From an optimization exercise on the open Yosys and OpenROAD flow, aimed at small area and a short achievable clock period; shortcuts taken in it are not production practice. Only simulation tests tie the RTL to the original design; equivalence was not proved.

==> flow/design.v <==
`default_nettype none
package spac_pkg;
	localparam int unsigned NUM_BINS  = 20;
	localparam int unsigned BIN_W     = 5;
	localparam int unsigned EDGE_W    = 20;
	localparam int unsigned EDGE_FRAC = 16;
	localparam int unsigned LIM_W     = 13;
	typedef logic [1:0] reason_t;
	localparam reason_t RSN_OK    = 2'd0;
	localparam reason_t RSN_RAPID = 2'd1;
	localparam reason_t RSN_PT    = 2'd2;
	localparam reason_t RSN_KIN   = 2'd3;
	function automatic logic [EDGE_W-1:0] edge_at(input logic [BIN_W-1:0] k);
		begin
			case (k)
				5'd0: edge_at = 20'd93935;
				5'd1: edge_at = 20'd103814;
				5'd2: edge_at = 20'd114732;
				5'd3: edge_at = 20'd126799;
				5'd4: edge_at = 20'd140134;
				5'd5: edge_at = 20'd154872;
				5'd6: edge_at = 20'd171160;
				5'd7: edge_at = 20'd189161;
				5'd8: edge_at = 20'd209055;
				5'd9: edge_at = 20'd231042;
				5'd10: edge_at = 20'd255341;
				5'd11: edge_at = 20'd282195;
				5'd12: edge_at = 20'd311874;
				5'd13: edge_at = 20'd344674;
				5'd14: edge_at = 20'd380924;
				5'd15: edge_at = 20'd420986;
				5'd16: edge_at = 20'd465261;
				5'd17: edge_at = 20'd514193;
				5'd18: edge_at = 20'd568272;
				5'd19: edge_at = 20'd628037;
				5'd20: edge_at = 20'd694089;
				default: edge_at = '0;
			endcase
		end
	endfunction
	function automatic logic [LIM_W-1:0] pt_max_at(input logic [BIN_W-1:0] k);
		begin
			case (k)
				5'd0, 5'd1: pt_max_at = 13'd7040;
				5'd2, 5'd3: pt_max_at = 13'd6400;
				5'd4: pt_max_at = 13'd5760;
				5'd5, 5'd6: pt_max_at = 13'd5120;
				5'd7, 5'd8: pt_max_at = 13'd4480;
				5'd9, 5'd10: pt_max_at = 13'd3840;
				5'd11, 5'd12, 5'd13: pt_max_at = 13'd3200;
				5'd14, 5'd15: pt_max_at = 13'd2560;
				5'd16, 5'd17, 5'd18: pt_max_at = 13'd1920;
				default: pt_max_at = 13'd1280;
			endcase
		end
	endfunction
	function automatic logic [LIM_W-1:0] pt_min_at(input logic [BIN_W-1:0] k);
		begin
			case (k)
				5'd0: pt_min_at = 13'd5120;
				5'd1: pt_min_at = 13'd4480;
				5'd2, 5'd3: pt_min_at = 13'd3840;
				5'd4: pt_min_at = 13'd3200;
				5'd5, 5'd6: pt_min_at = 13'd2560;
				5'd7, 5'd8: pt_min_at = 13'd1920;
				5'd9, 5'd10, 5'd11, 5'd12: pt_min_at = 13'd1280;
				5'd13, 5'd14, 5'd15: pt_min_at = 13'd640;
				default: pt_min_at = 13'd0;
			endcase
		end
	endfunction
endpackage
`default_nettype wire
`default_nettype none
import spac_pkg::*;
module spac_rap #(
	parameter int unsigned MB = 24
) (
	input  wire logic                   clk,
	input  wire logic                   vld,
	input  wire logic [MB-1:0]          energy,
	input  wire logic signed [MB-1:0]   mom_z,
	output logic                        kin_bad_s3,
	output logic                        win_bad_s3,
	output logic [spac_pkg::BIN_W-1:0]  bin_s3
);
	localparam int unsigned SW = MB + 1;
	localparam int unsigned PW = SW + EDGE_W;
	localparam int unsigned NE = NUM_BINS + 1;
	logic [SW-1:0] plus_s1, minus_s1;
	logic          bad_s1;
	logic [NE-1:0] ge_s2;
	logic          gt_top_s2, bad_s2;
	logic signed [SW:0] p_w, m_w;
	assign p_w = $signed({2'b00, energy}) + $signed({{2{mom_z[MB-1]}}, mom_z});
	assign m_w = $signed({2'b00, energy}) - $signed({{2{mom_z[MB-1]}}, mom_z});
	always_ff @(posedge clk) begin
		if (vld) begin
			plus_s1  <= p_w[SW-1:0];
			minus_s1 <= m_w[SW-1:0];
			bad_s1   <= (p_w <= 0) || (m_w <= 0);
		end
	end
	logic [PW-1:0] lhs_w;
	assign lhs_w = PW'({plus_s1, {EDGE_FRAC{1'b0}}});
	for (genvar g = 0; g < NE; g++) begin : g_edge
		logic [PW-1:0] rhs_w;
		assign rhs_w = PW'(spac_pkg::edge_at(BIN_W'(g))) * PW'(minus_s1);
		always_ff @(posedge clk) ge_s2[g] <= (lhs_w >= rhs_w);
	end
	logic [PW-1:0] rhs_top_w;
	assign rhs_top_w = PW'(spac_pkg::edge_at(BIN_W'(NUM_BINS))) * PW'(minus_s1);
	always_ff @(posedge clk) begin
		gt_top_s2 <= lhs_w > rhs_top_w;
		bad_s2    <= bad_s1;
	end
	logic [BIN_W-1:0] b_w;
	always_comb begin
		b_w = '0;
		for (int k = 1; k < NUM_BINS; k++)
			if (ge_s2[k]) b_w = BIN_W'(k);
	end
	always_ff @(posedge clk) begin
		kin_bad_s3 <= bad_s2;
		win_bad_s3 <= !ge_s2[0] || gt_top_s2;
		bin_s3     <= b_w;
	end
endmodule
`default_nettype wire
`default_nettype none
import spac_pkg::*;
module spac_pt #(
	parameter int unsigned MB = 24
) (
	input  wire logic                 clk,
	input  wire logic signed [MB-1:0] mom_x,
	input  wire logic signed [MB-1:0] mom_y,
	output logic [2*MB:0]             pt2_s3
);
	logic [MB-1:0]   ax_s1, ay_s1;
	logic [2*MB-1:0] sx_s2, sy_s2;
	always_ff @(posedge clk) begin
		ax_s1 <= mom_x[MB-1] ? MB'(-mom_x) : MB'(mom_x);
		ay_s1 <= mom_y[MB-1] ? MB'(-mom_y) : MB'(mom_y);
	end
	always_ff @(posedge clk) begin
		sx_s2 <= (2*MB)'(ax_s1) * (2*MB)'(ax_s1);
		sy_s2 <= (2*MB)'(ay_s1) * (2*MB)'(ay_s1);
	end
	always_ff @(posedge clk) begin
		pt2_s3 <= {1'b0, sx_s2} + {1'b0, sy_s2};
	end
endmodule
`default_nettype wire
`default_nettype none
import spac_pkg::*;
module single_particle_acceptance_cut #(
	parameter int unsigned MOMENTUM_BITS = 24
) (
	input  wire logic                            clk,
	input  wire logic                            arst_n,
	input  wire logic                            start,
	output logic                                 busy,
	input  wire logic [23:0]                     energy,
	input  wire logic signed [MOMENTUM_BITS-1:0] mom_x,
	input  wire logic signed [MOMENTUM_BITS-1:0] mom_y,
	input  wire logic signed [MOMENTUM_BITS-1:0] mom_z,
	output logic                                 done,
	output logic                                 accept,
	output logic [1:0]                           reject_reason,
	output logic [4:0]                           rapidity_bin
);
	localparam int unsigned MB = (MOMENTUM_BITS > 24) ? MOMENTUM_BITS : 24;
	logic [2:0]         vld_q;
	logic               kin_bad_s3, win_bad_s3;
	logic [BIN_W-1:0]   bin_s3;
	logic [2*MB:0]      pt2_s3;
	logic [MB-1:0]      e_w;
	logic signed [MB-1:0] px_w, py_w, pz_w;
	assign busy = 1'b0;
	assign e_w  = MB'(energy);
	assign px_w = MB'(mom_x);
	assign py_w = MB'(mom_y);
	assign pz_w = MB'(mom_z);
	always_ff @(posedge clk or negedge arst_n) begin
		if (!arst_n) begin
			vld_q <= '0;
			done  <= 1'b0;
		end else begin
			vld_q <= {vld_q[1:0], start & ~busy};
			done  <= vld_q[2];
		end
	end
	spac_rap #(.MB(MB)) u_rap (
		.clk(clk), .vld(1'b1),
		.energy(e_w), .mom_z(pz_w),
		.kin_bad_s3(kin_bad_s3), .win_bad_s3(win_bad_s3), .bin_s3(bin_s3)
	);
	spac_pt #(.MB(MB)) u_pt (
		.clk(clk), .mom_x(px_w), .mom_y(py_w), .pt2_s3(pt2_s3)
	);
	logic [2*LIM_W-1:0] mx_w, mn_w;
	logic               acc_w;
	logic [1:0]         rsn_w;
	logic [BIN_W-1:0]   bin_w;
	assign mx_w = (2*LIM_W)'(spac_pkg::pt_max_at(bin_s3)) * (2*LIM_W)'(spac_pkg::pt_max_at(bin_s3));
	assign mn_w = (2*LIM_W)'(spac_pkg::pt_min_at(bin_s3)) * (2*LIM_W)'(spac_pkg::pt_min_at(bin_s3));
	always_comb begin
		acc_w = 1'b0;
		rsn_w = RSN_OK;
		bin_w = '0;
		if (kin_bad_s3) begin
			rsn_w = RSN_KIN;
		end else if (win_bad_s3) begin
			rsn_w = RSN_RAPID;
		end else begin
			bin_w = bin_s3;
			if (pt2_s3 > (2*MB+1)'(mx_w) || pt2_s3 < (2*MB+1)'(mn_w)) begin
				rsn_w = RSN_PT;
			end else begin
				acc_w = 1'b1;
			end
		end
	end
	always_ff @(posedge clk) begin
		accept        <= acc_w;
		reject_reason <= rsn_w;
		rapidity_bin  <= bin_w;
	end
endmodule
`default_nettype wire
==> flow/config.mk <==
export PLATFORM = sky130hd
export DESIGN_NAME = single_particle_acceptance_cut
export DESIGN_NICKNAME = single_particle_acceptance_cut
export VERILOG_FILES = /design/flow/design.v
export SDC_FILE = /design/flow/constraint.sdc
export NUM_CORES = 4
export LEC_CHECK = 0
export ABC_CLOCK_PERIOD_IN_PS = 9000
export CAP_MARGIN = 20
export CORE_MARGIN = 2
export CORE_UTILIZATION = 40
export SETUP_SLACK_MARGIN = 0.3
export SLEW_MARGIN = 20
==> flow/run.sh <==
#!/bin/bash
# synth_recipe.tcl (not shown) runs the flow's synth.tcl, then flattens the netlist and writes it again
# the make line also repeats each setting of config.mk as NAME=value (left out here)
make -C /OpenROAD-flow-scripts/flow DESIGN_CONFIG=/design/flow/config.mk WORK_HOME=/design/flow/orfs CLKGATE_MAP_FILE= SYNTH_SCRIPT=/design/flow/synth_recipe.tcl finish
==> flow/constraint.sdc <==
create_clock -name core_clock -period 14.0 [get_ports {clk}]
set_input_delay 2.8000 -clock core_clock [delete_from_list [all_inputs] [get_ports {clk}]]
set_output_delay 2.8000 -clock core_clock [all_outputs]
set_load 0.01 [all_outputs]
==> summary.txt <==
- Detail-routed via count per cell: between 5 and 6
- Critical-path maximum fanout: 22
- Number of setup violations in the final report: 0
- H-tree depth: 2
- Fin cells: 26100
- Measured slew at the worst slew-check pin: 1350 ps
- DP Area: 195000 µm²
- DIE AREA: 462000 µm²
- Slew Viols, Final: 0
- Clock sink count: 282
- Drt wl/cell: roughly 42 µm
- Slowest-stage cell, CP: ha_1
- GRT Total Usage: 47.0%
- Vias in the first global route: 154000
- Count leader, synth: inv_1
- IO Pins: approximately 110
- First-pass GRT wire length: 1430000 µm
- Filler cells: 45500
- DRT Pass-1 Iters: 7
- Clk slew on worst S/H paths: about 60 ps
- Worst hold stages: 0
- GRT Residual Overflow: 0
- Clock Tree Root: clkbuf_16
- Crit Path Class: reg2reg
- Post-placement cell count: 25800
- Tmin final: 13470 ps
- CP Launch Type: flip-flop
- Fin Setup TNS: 0 ps
- Post-CTS setup buffers: 0
- Clock skew: 149 ps
- Port Buf Inserts: between 100 and 150
- DPL Wire Length: between 900000 and 1000000 µm
- Total number of vias: 151000
- Slew HR: 10.2%
- Area of the multi-input gates: 158000 µm²
- Drc violations: 0
- RSZ-0062 raised after global routing: no
- Critical Path AT: 14160 ps
- Final Cell Area: 197000 µm²
- Layout cells sized above 1: roughly 4.2%
- Initial Util: 40.1%
- Synth Flop Type: dfxtp_1
- Max Cap Viol: 0
- FP Rows: 248
- Final worst slack: 532 ps
- Hold Path Origin: vld_q[2]
- Seq cells post-synth: approximately 280
- Dpl ws: roughly 1200 ps
- Register Area: 5730 µm²
- Core area: 455000 µm²
- Post-synth top cells: 5039 x inv_1, 3649 x fa_1, 3324 x ha_1, 957 x a21oi_1, 674 x nand2_1
- Cells taking the most area after synthesis: fa_1 40%, ha_1 23%, inv_1 10%
- Asr flop ratio synth: 1.42%
- Die height: just under 700 µm
- FMAX: 0.0742 GHz
- WHS Endpoint: done
- Post-Synthesis Cells: 19400
- Worst Setup End Kind: flip-flop
- Pin count of the biggest net entering global routing: 29
- FF-to-FF End: u_rap.ge_s2[16]
- # hold bufs at CTS: 0
- YS warnings: 3
- Initial DRC count: 15800
- Syn avg cell area: 9.41 µm²
- Clock insertion delay at the later pin of the skew report: 860 ps
- Synthesized cell area: around 180000 µm²
- Worst Hold Class: reg2reg
- CTS max path bufs: 3
- TritonCTS buffer count: 45
- CTS tree: built
- Synth top area share: 40.0%
- Library cells used by synthesis: 98
- Post-Route WL: between 1000000 and 1500000 µm
- Sequential share of the synthesized area: around 3.1%
- Final ANT Viol Nets: 0
- CTS resizes: 0
- # nets final: 26900
- Startpoint of the worst register-to-register path: u_rap.minus_s1[17]
- Final hold violations: 0
- DIE WIDTH: roughly 680 µm
- Syn-to-layout area delta: 7.87%
- Routability cong.: roughly 1.1
- Leading area contributor after synthesis: fa_1
- Flop-to-flop setup slack: around 530 ps
- FF-to-FF path depth: 33
- Worst Path Required: 14690 ps
- Initial antenna violation count: between 100 and 150
- Period utilization: roughly 96%
- Worst path max stage delay: 1030 ps
- CP dominant cell by count: fa_1
- Status: timing/DRC/antenna clean
- Post-synth EDFFs: 0
[sequential cells by signal, indices dropped and copies added, names as in the netlist]
signal and cells:
u_pt.pt2_s3 49, u_pt.sx_s2 47, u_pt.sy_s2 47, u_rap.plus_s1 25
u_pt.ax_s1 24, u_pt.ay_s1 24, u_rap.minus_s1 24, u_rap.ge_s2 20
rapidity_bin 5, u_rap.bin_s3 5, vld_q 3, reject_reason 2
accept 1, done 1, u_rap.bad_s1 1, u_rap.bad_s2 1
u_rap.gt_top_s2 1, u_rap.kin_bad_s3 1, u_rap.win_bad_s3 1
[layout make-up]
type,instances,area share (%)
inverter,5045,9.62
timing repair buffer,621,2.54
clock inverter,34,0.231
antenna,146,0.186
sequential,282,2.91
tap,6000,3.81
clock buffer,50,0.608
multi-input combinational,13900,80.1
[cell usage in the layout (no fill, tap or decap), drive strengths merged, types with 27 or more instances in the layout]
cell / count
and2: 338
or3: 56
or2: 50
inv: 5054
clkbuf: 52
nor2b: 188
a31oi: 95
a21boi: 32
xor2: 356
and3: 93
ha: 3324
o31ai: 45
o21bai: 150
nor4: 72
o22ai: 29
diode: 146
clkdlybuf4s50: 107
a21oi: 958
nand3: 204
buf: 512
o21ai: 535
nand2b: 176
a21o: 578
nand2: 674
nand4: 169
o21a: 141
nor3: 207
a2111oi: 35
dfxtp: 278
a211oi: 87
nor2: 608
o211ai: 55
a211o: 27
fa: 3649
xnor2: 527
[through the flow]
step	hold slack (ps)	util [%]
global placement	313	42.8
floorplan	310	-
global route	339	43.2
CTS	312	43.1
detailed placement	319	42.8
finish	306	43.2
[logic make-up after synthesis]
logic type / share of synthesized area [%]
DFF: 3.10
buffers and inverters: 10.8
other: 0.00205
xor gates and xnor gates: 4.24
muxes: 0.135
and+or+nand+nor: 8.21
adders and majority gates: 62.8
AOI/OAI and AO/OA: 10.7
[routing by layer]
layer	global-route usage [%]	up-vias	share of wire, %
met5	0	-	0.026
met4	41.2	44	11
met3	12.9	2446	9.0
met2	69.9	7607	42
met1	55.9	77900	38
li1	-	63100	-
[worst max path at each step]
stage | endpoint | startpoint | depth (start not counted) | slack [ps]
3_5_place_dp | u_rap.ge_s2[16] | u_rap.minus_s1[17] | 33 | 1200
2_1_floorplan | u_rap.gt_top_s2 | u_rap.minus_s1[8] | 36 | 4080
4_1_cts | u_rap.ge_s2[16] | u_rap.minus_s1[17] | 33 | 1160
3_3_place_gp | u_rap.ge_s2[16] | u_rap.minus_s1[17] | 33 | 750
6_report | u_rap.ge_s2[16] | u_rap.minus_s1[17] | 33 | 530
5_1_grt | u_rap.ge_s2[16] | u_rap.minus_s1[17] | 33 | 640
[critical path: cells and delay by family, from the launching register on]
kind | cells | cell delay (ps)
buf+inv | 5 | 1700
fa+ha+maj | 8 | 4560
compound gates | 13 | 3660
xor+xnor | 1 | 100
simple gates | 6 | 2950
flops | 1 | 320

==> what the ideal ports hide <==
Ports are ideal in the flow. The routed layout listed here was re-timed in OpenROAD.
Step 1 sets driving cells, clkbuf_16 on the clock port and buf_2 on the other inputs (assumed; they add their load-dependent delay and slew).
Step 2, shift: input delay + t, output delay - t, t = (earliest + latest rising clock arrival at the registers) / 2. This alone moves slack from input paths to output paths.
a / b / c = no drivers / after step 1 / after step 2; a / b = the first two.
t, ns: 0.891
slack for setup (ns): 0.532 / 0.532 / 0.532
worst setup path after step 2: register to register
After both steps this run still meets setup and hold. For this run, drivers alone change the setup slack by 0.000 ns; drivers and shift together by 0.000 ns.
